Context: an optimization exercise on an open-source flow, tuned for small area. The choices shown serve that exercise and are no tape-out recipe.
Function was checked by simulation only, so behaviour that the tests miss may differ from the original.
Power and IR drop assume default switching activity.

### design/flow/design.v
module instr_register_pipe #(
  parameter int DEPTH = 32,
  parameter int OP_W  = 8,
  localparam int AW    = $clog2(DEPTH),
  localparam int RES_W = 2 * OP_W
) (
  input  logic                    clk,
  input  logic                    reset,
  input  logic                    load_en,
  input  logic [AW-1:0]           write_pointer,
  input  logic [2:0]              opcode,
  input  logic [OP_W-1:0]         operand_a,
  input  logic [OP_W-1:0]         operand_b,
  input  logic                    clear_en,
  input  logic                    rd_en,
  input  logic [AW-1:0]           read_pointer,
  output logic                    rd_valid,
  output logic                    rd_hit,
  output logic [2:0]              rd_opcode,
  output logic [OP_W-1:0]         rd_operand_a,
  output logic [OP_W-1:0]         rd_operand_b,
  output logic [RES_W-1:0]        rd_result,
  output logic                    rd_div0,
  output logic [AW:0]             entry_count,
  output logic                    full
);
  localparam int EW = 3 + 2 * OP_W;
  logic            s1_valid;
  logic [AW-1:0]   s1_ptr;
  logic [EW-1:0]   s1_data;
  always_ff @(posedge clk) begin
    if (reset) s1_valid <= 1'b0;
    else       s1_valid <= load_en;
    s1_ptr  <= write_pointer;
    s1_data <= {opcode, operand_a, operand_b};
  end
  logic [EW-1:0]    mem [DEPTH];
  logic [DEPTH-1:0] valid_q;
  logic [AW:0]      count_q;
  always_ff @(posedge clk) begin
    if (s1_valid) mem[s1_ptr] <= s1_data;
  end
  always_ff @(posedge clk) begin
    if (reset || clear_en) begin
      valid_q <= '0;
      count_q <= '0;
    end else if (s1_valid) begin
      valid_q[s1_ptr] <= 1'b1;
      if (!valid_q[s1_ptr]) count_q <= count_q + (AW+1)'(1);
    end
  end
  logic [DEPTH-1:0] rsel;
  logic [EW-1:0]    rdata;
  logic             rhit;
  always_comb begin
    rdata = '0;
    for (int k = 0; k < DEPTH; k++) begin
      rsel[k] = valid_q[k] && (read_pointer == AW'(k));
      rdata   = rdata | ({EW{rsel[k]}} & mem[k]);
    end
    rhit = |rsel;
  end
  logic [EW-1:0] rd_q;
  always_ff @(posedge clk) begin
    if (reset) begin
      rd_valid <= 1'b0;
      rd_hit   <= 1'b0;
      rd_q     <= '0;
    end else begin
      rd_valid <= rd_en;
      if (rd_en) begin
        rd_hit <= rhit;
        rd_q   <= rdata;
      end
    end
  end
  assign {rd_opcode, rd_operand_a, rd_operand_b} = rd_q;
  alu_unit u_alu (
    .op   (rd_opcode),
    .a    (rd_operand_a),
    .b    (rd_operand_b),
    .res  (rd_result),
    .div0 (rd_div0)
  );
  assign entry_count = count_q;
  assign full        = count_q[AW];
endmodule
module alu_unit (
  input  logic [2:0]  op,
  input  logic [7:0]  a,
  input  logic [7:0]  b,
  output logic [15:0] res,
  output logic        div0
);
  genvar i, j;
  logic [7:0] pp [8];
  always_comb begin
    for (int r = 0; r < 8; r++)
      for (int c = 0; c < 8; c++)
        pp[r][c] = ((r == 7) ^ (c == 7)) ? ~(a[c] & b[r]) : (a[c] & b[r]);
  end
  logic [8:0] macc [8];
  logic [7:0] mc   [8];
  assign macc[0] = {1'b1, pp[0]};
  generate for (i = 1; i < 8; i++) begin : mrow
    for (j = 0; j < 8; j++) begin : mcol
      logic x, y, ci;
      assign x  = macc[i-1][j+1];
      assign y  = pp[i][j];
      assign ci = (j == 0) ? 1'b0 : mc[i][j-1];
      assign macc[i][j] = x ^ y ^ ci;
      assign mc[i][j]   = (x & y) | (ci & (x ^ y));
    end
    assign macc[i][8] = mc[i][7];
  end endgenerate
  logic [15:0] prod;
  always_comb begin
    for (int k = 0; k < 7; k++) prod[k] = macc[k][0];
    prod[15:7] = macc[7];
    prod[15]   = ~macc[7][8];
  end
  logic       sa, sb, bz;
  logic [7:0] ma, mb;
  assign sa = a[7];
  assign sb = b[7];
  assign bz = (b == 8'd0);
  assign ma = sa ? (~a + 8'd1) : a;
  assign mb = sb ? (~b + 8'd1) : b;
  logic [8:0] dhz;
  assign dhz[8] = 1'b1;
  generate for (i = 7; i >= 1; i--) begin : hz
    assign dhz[i] = dhz[i+1] & ~mb[i];
  end endgenerate
  logic [7:0] rem  [9];
  logic [7:0] q;
  assign rem[8] = 8'd0;
  generate for (i = 7; i >= 0; i--) begin : drow
    localparam int W = 8 - i;
    logic [W-1:0] t, d, diff;
    logic [W:0]   bw;
    if (W == 1) begin : w1
      assign t = ma[i];
    end else begin : wn
      assign t = {rem[i+1][W-2:0], ma[i]};
    end
    assign d = mb[W-1:0];
    assign bw[0] = 1'b0;
    for (j = 0; j < W; j++) begin : dcol
      assign diff[j]  = t[j] ^ d[j] ^ bw[j];
      assign bw[j+1]  = (~t[j] & d[j]) | (~(t[j] ^ d[j]) & bw[j]);
    end
    assign q[i] = dhz[W] & ~bw[W];
    assign rem[i] = 8'(q[i] ? diff : t);
  end endgenerate
  logic [8:0] dsel, dval;
  logic       dneg;
  assign dsel = op[0] ? {1'b0, rem[0]} : {1'b0, q};
  assign dneg = op[0] ? sa : (sa ^ sb);
  assign dval = dneg ? (~dsel + 9'd1) : dsel;
  logic [8:0] a9, b9, sum9, dif9;
  assign a9   = {a[7], a};
  assign b9   = {b[7], b};
  assign sum9 = a9 + b9;
  assign dif9 = a9 - b9;
  always_comb begin
    res  = 16'd0;
    div0 = 1'b0;
    case (op)
      3'd1: res = {{8{a[7]}}, a};
      3'd2: res = {{8{b[7]}}, b};
      3'd3: res = {{7{sum9[8]}}, sum9};
      3'd4: res = {{7{dif9[8]}}, dif9};
      3'd5: res = prod;
      3'd6, 3'd7: begin
        if (bz) div0 = 1'b1;
        else    res  = {{7{dval[8]}}, dval};
      end
      default: res = 16'd0;
    endcase
  end
endmodule
### design/flow/run.sh
#!/bin/bash
# synth_recipe.tcl (not shown) runs the flow's synth.tcl, then flattens the netlist and writes it again
# the make line also repeats each setting of config.mk as NAME=value (left out here)
make -C /OpenROAD-flow-scripts/flow DESIGN_CONFIG=/design/flow/config.mk WORK_HOME=/design/flow/orfs CLKGATE_MAP_FILE= SYNTH_SCRIPT=/design/flow/synth_recipe.tcl finish
### design/flow/config.mk
export PLATFORM = sky130hd
export DESIGN_NAME = instr_register_pipe
export DESIGN_NICKNAME = instr_register_pipe
export VERILOG_FILES = /design/flow/design.v
export SDC_FILE = /design/flow/constraint.sdc
export NUM_CORES = 4
export LEC_CHECK = 0
export CAP_MARGIN = 20
export CORE_MARGIN = 2
export CORE_UTILIZATION = 40
export SLEW_MARGIN = 20
### design/flow/constraint.sdc
create_clock -name core_clock -period 30.0 [get_ports {clk}]
set_input_delay 6.0000 -clock core_clock [delete_from_list [all_inputs] [get_ports {clk}]]
set_output_delay 6.0000 -clock core_clock [all_outputs]
set_load 0.01 [all_outputs]
==> results.cfg <==
[synth]
yosysSeqAreaShare = 0.6714
muxShareOfSynthArea = 0.01281
synthTopCellsByArea = edfxtp_1 (61%), dfxtp_1 (5.7%), fa_1 (5.2%)
synth_top_family_by_area = compound AO/OA/AOI/OAI gates
ys.flop_type = edfxtp_1
synth_largest_area_cell = edfxtp_1
synth-seq-cells = 692
synth_edf_count = 608
syn-cell-area_sq_um = 29700
synth_top_cell_area_share = 0.6148
synth_nets = 2189
ys_warn_count = 6
syn_avg_cell_area_sq_um = 14.57
synth-simple-area-share = 0.09176
synthAdderAreaFrac = 0.06876
syn-instance-count = 2038
ys_async_sr_fraction = 0
synth_cell_types = 82
synth_xor_area_frac = 0.005898
synth-compound-area-share = 0.1246

[routing]
route.detailed.drc = 0
routed_wl_um = 96420
routedWlPerCell_um = 30.76
drt_pre_antenna_iters = 6
viasPerCell = 6.249
drt_iter0_markers = 2754
vias = 19592
antenna_left = 0

[power_and_ir_drop]
powerDensity_nw_per_um2 = 64.14
power_leakage_uw = 0.01122
ir_drop_mv = 0.04828

[floorplanning]
die_x_um = 276.5
dieArea_sq_um = 76440
io_pins = 79
rows = 99
die_y_um = 276.5
core_sq_um = 73210
initial_utilization = 0.4057

[sta]
setup_ws_ns = 2.871
tns_ns = 0
min_period_over_period = 0.9043
rsz0062_at_grt = no
finalHoldViolCount = 0
fmax_ghz = 0.03686
finalClockSkew_ns = 0.02172
setup_violations = 0
fin_crit_ns = 27.13
max_slew.worst_pin.slew_ns = 1.131
drv_slew = 0
maxSlewHeadroom = 0.2395

[global_route]
grt_util_all_layers = 0.2478
grt_overflow = 0
antenna_found_initial = 0
grt_start_max_net_pins = 42
grt_pass1_vias = 19128
grt_pass1_wl_um = 137500

[setup_path]
crit_required_ns = 24.00
critPathLaunchType = flop
worstSetupPathType = reg -> out
end_kind = output port
max_stage_delay_ns = 0.64
cpMaxStageDelayCell = dfxtp_1
critPathMaxFanout = 14
arrival_ns = 21.13
cpMostUsedCell = fa_1

[cts]
clock_sinks = 692
numCtsBuffers = 67
postCtsSetupBuffers = 0
clk_pin_slew_ns = 0.06
cts_hold_buffers = 0
clock_insertion_delay_worst_skew_ns = 0.61
clockBufferDepth = 3
cts_tree = done
cts_resized = 0
root_buffer = clkbuf_16
h-tree-depth = 3

[final_layout]
syn2layout_area_growth_pct = 13.92
postLayoutCellArea_sq_um = 33830
drive_gt1_frac = 0.1098
fin_util = 0.4622
nets = 2276
antenna_cells = 0

[placed_design]
dpl_cell_area_sq_um = 31750
portBuffers = 78
gp_congestion = 0.9070
hpwl_um = 54520
dp_slack_ns = 3.568

[run]
drv_cap = 0

[status]
status = no timing/DRC/antenna violations

[worst_hold_path]
hp-class = reg -> reg
final cells by class:
| cell class | count | area (sq um) |
|---|---|---|
| inverters | 72 | 270.3 |
| multi-input cells | 1159 | 9133 |
| clock inverters | 31 | 254.0 |
| well taps | 959 | 1200 |
| clock buffers | 89 | 1832 |
| repair buffers | 133 | 1204 |
| flip-flops and latches | 692 | 19940 |
| fillers | 6330 | 39370 |
Yosys cell counts, drive strengths merged, types with 5 or more instances:
master  instances
and2           24
o21bai          7
ha             40
a222oi         19
a22oi          82
a31oi          15
mux2i          11
clkbuf         94
a21o            7
a221oi        104
or3             6
edfxtp        608
a22o           97
and3           39
inv            71
o221ai          7
nor3b           5
nand4          62
dfxtp          84
buf            21
nor3           54
xnor2          10
o31ai           7
nor2b          16
nand3          20
xor2           10
fa             77
mux2            8
a221o           6
mux4            8
nand2         109
nand2b         14
nor2          144
or2             6
o211ai          5
o21ai          23
nor4           12
a21oi          55
flip-flops by register name, summed over array words and instances (netlist names):
signal	flops
s1_ptr	5
count_q	6
rd_hit	1
s1_valid	1
rd_q	19
mem	608
rd_valid	1
s1_data	19
valid_q	32
worst max-delay path: cells and delay by family, from the launching register on:
family / cells / cell delay [ns]
adders and majority gates: 29 / 10.25
AOI/OAI and AO/OA: 8 / 2.69
DFF: 1 / 0.64
buffers and inverters: 16 / 1.88
and+or+nand+nor: 17 / 3.81
muxes: 4 / 1.26
cell families after synthesis:
logic type	count (synthesis)
xor+xnor	20
flops	692
buf+inv	187
compound gates	465
fa+ha+maj	117
mux	27
simple gates	530
metrics by stage:
step                      instances  hold slack [ns]  total power [uW]
after floorplan                2038           0.4451              1290
after global placement         3014           0.4579              1373
after detailed placement       3015           0.4639              1376
after CTS                      3135           0.4770              2176
after global routing           3135           0.5014              2244
final                          3135           0.4794              2170
where the power goes:
group	internal [uW]	switching, uW
registers	1060	19.2
logic	115	168
clock network	457	355
total	1630	542
layout by cell type (no fill, tap or decap), types with 61 or more instances in the layout:
cell type / count
fa_1: 77
a22oi_1: 82
a221oi_1: 102
nand4_1: 61
edfxtp_1: 608
clkdlybuf4s50_1: 76
nand2_1: 109
dfxtp_1: 82
inv_1: 70
a22o_1: 97
nor2_1: 112
clkbuf_16: 69
layer usage:
metal / wire [um] / GRT usage
met1: 37460 / 0.3256
met2: 45590 / 0.4058
met3: 9834 / 0.04834
met4: 3533 / 0.09752
met5: 0 / 0
worst paths after layout:
check                  to  startpoint  slack (ns)  depth (start not counted)
max          rd_result[7]     rd_q[1]        2.87                         74
min                rd_hit      rd_hit        0.48                          2
max reg2reg   valid_q[22]   s1_ptr[0]       26.68                          8
min reg2reg        rd_hit      rd_hit        0.48                          2

==> static timing again, ports no longer ideal <==
How much do the figures lean on ideal ports? The routed layout below was timed once more, with nothing changed but the port constraints. Step 1: set_driving_cell puts a clkbuf_16 on clk and a buf_2 on each other input, an assumption about the parent block. Step 2, shift: input delay + t, output delay - t, t = (earliest + latest rising clock arrival at the registers) / 2. This alone moves slack from input paths to output paths. Three values: ideal, step 1, step 2; two values: the first two.
t (ns): 0.659
slack for setup (ns): 2.871 / 2.808 / 3.468
worst hold slack (ns): 0.479 / 0.479 / 0.479
slew at the worst register clock pin (ns): 0.07 / 0.07
After both steps setup and hold are still met in this run. The setup slack of this run moves by -0.063 ns with the drivers and by +0.597 ns with both steps.
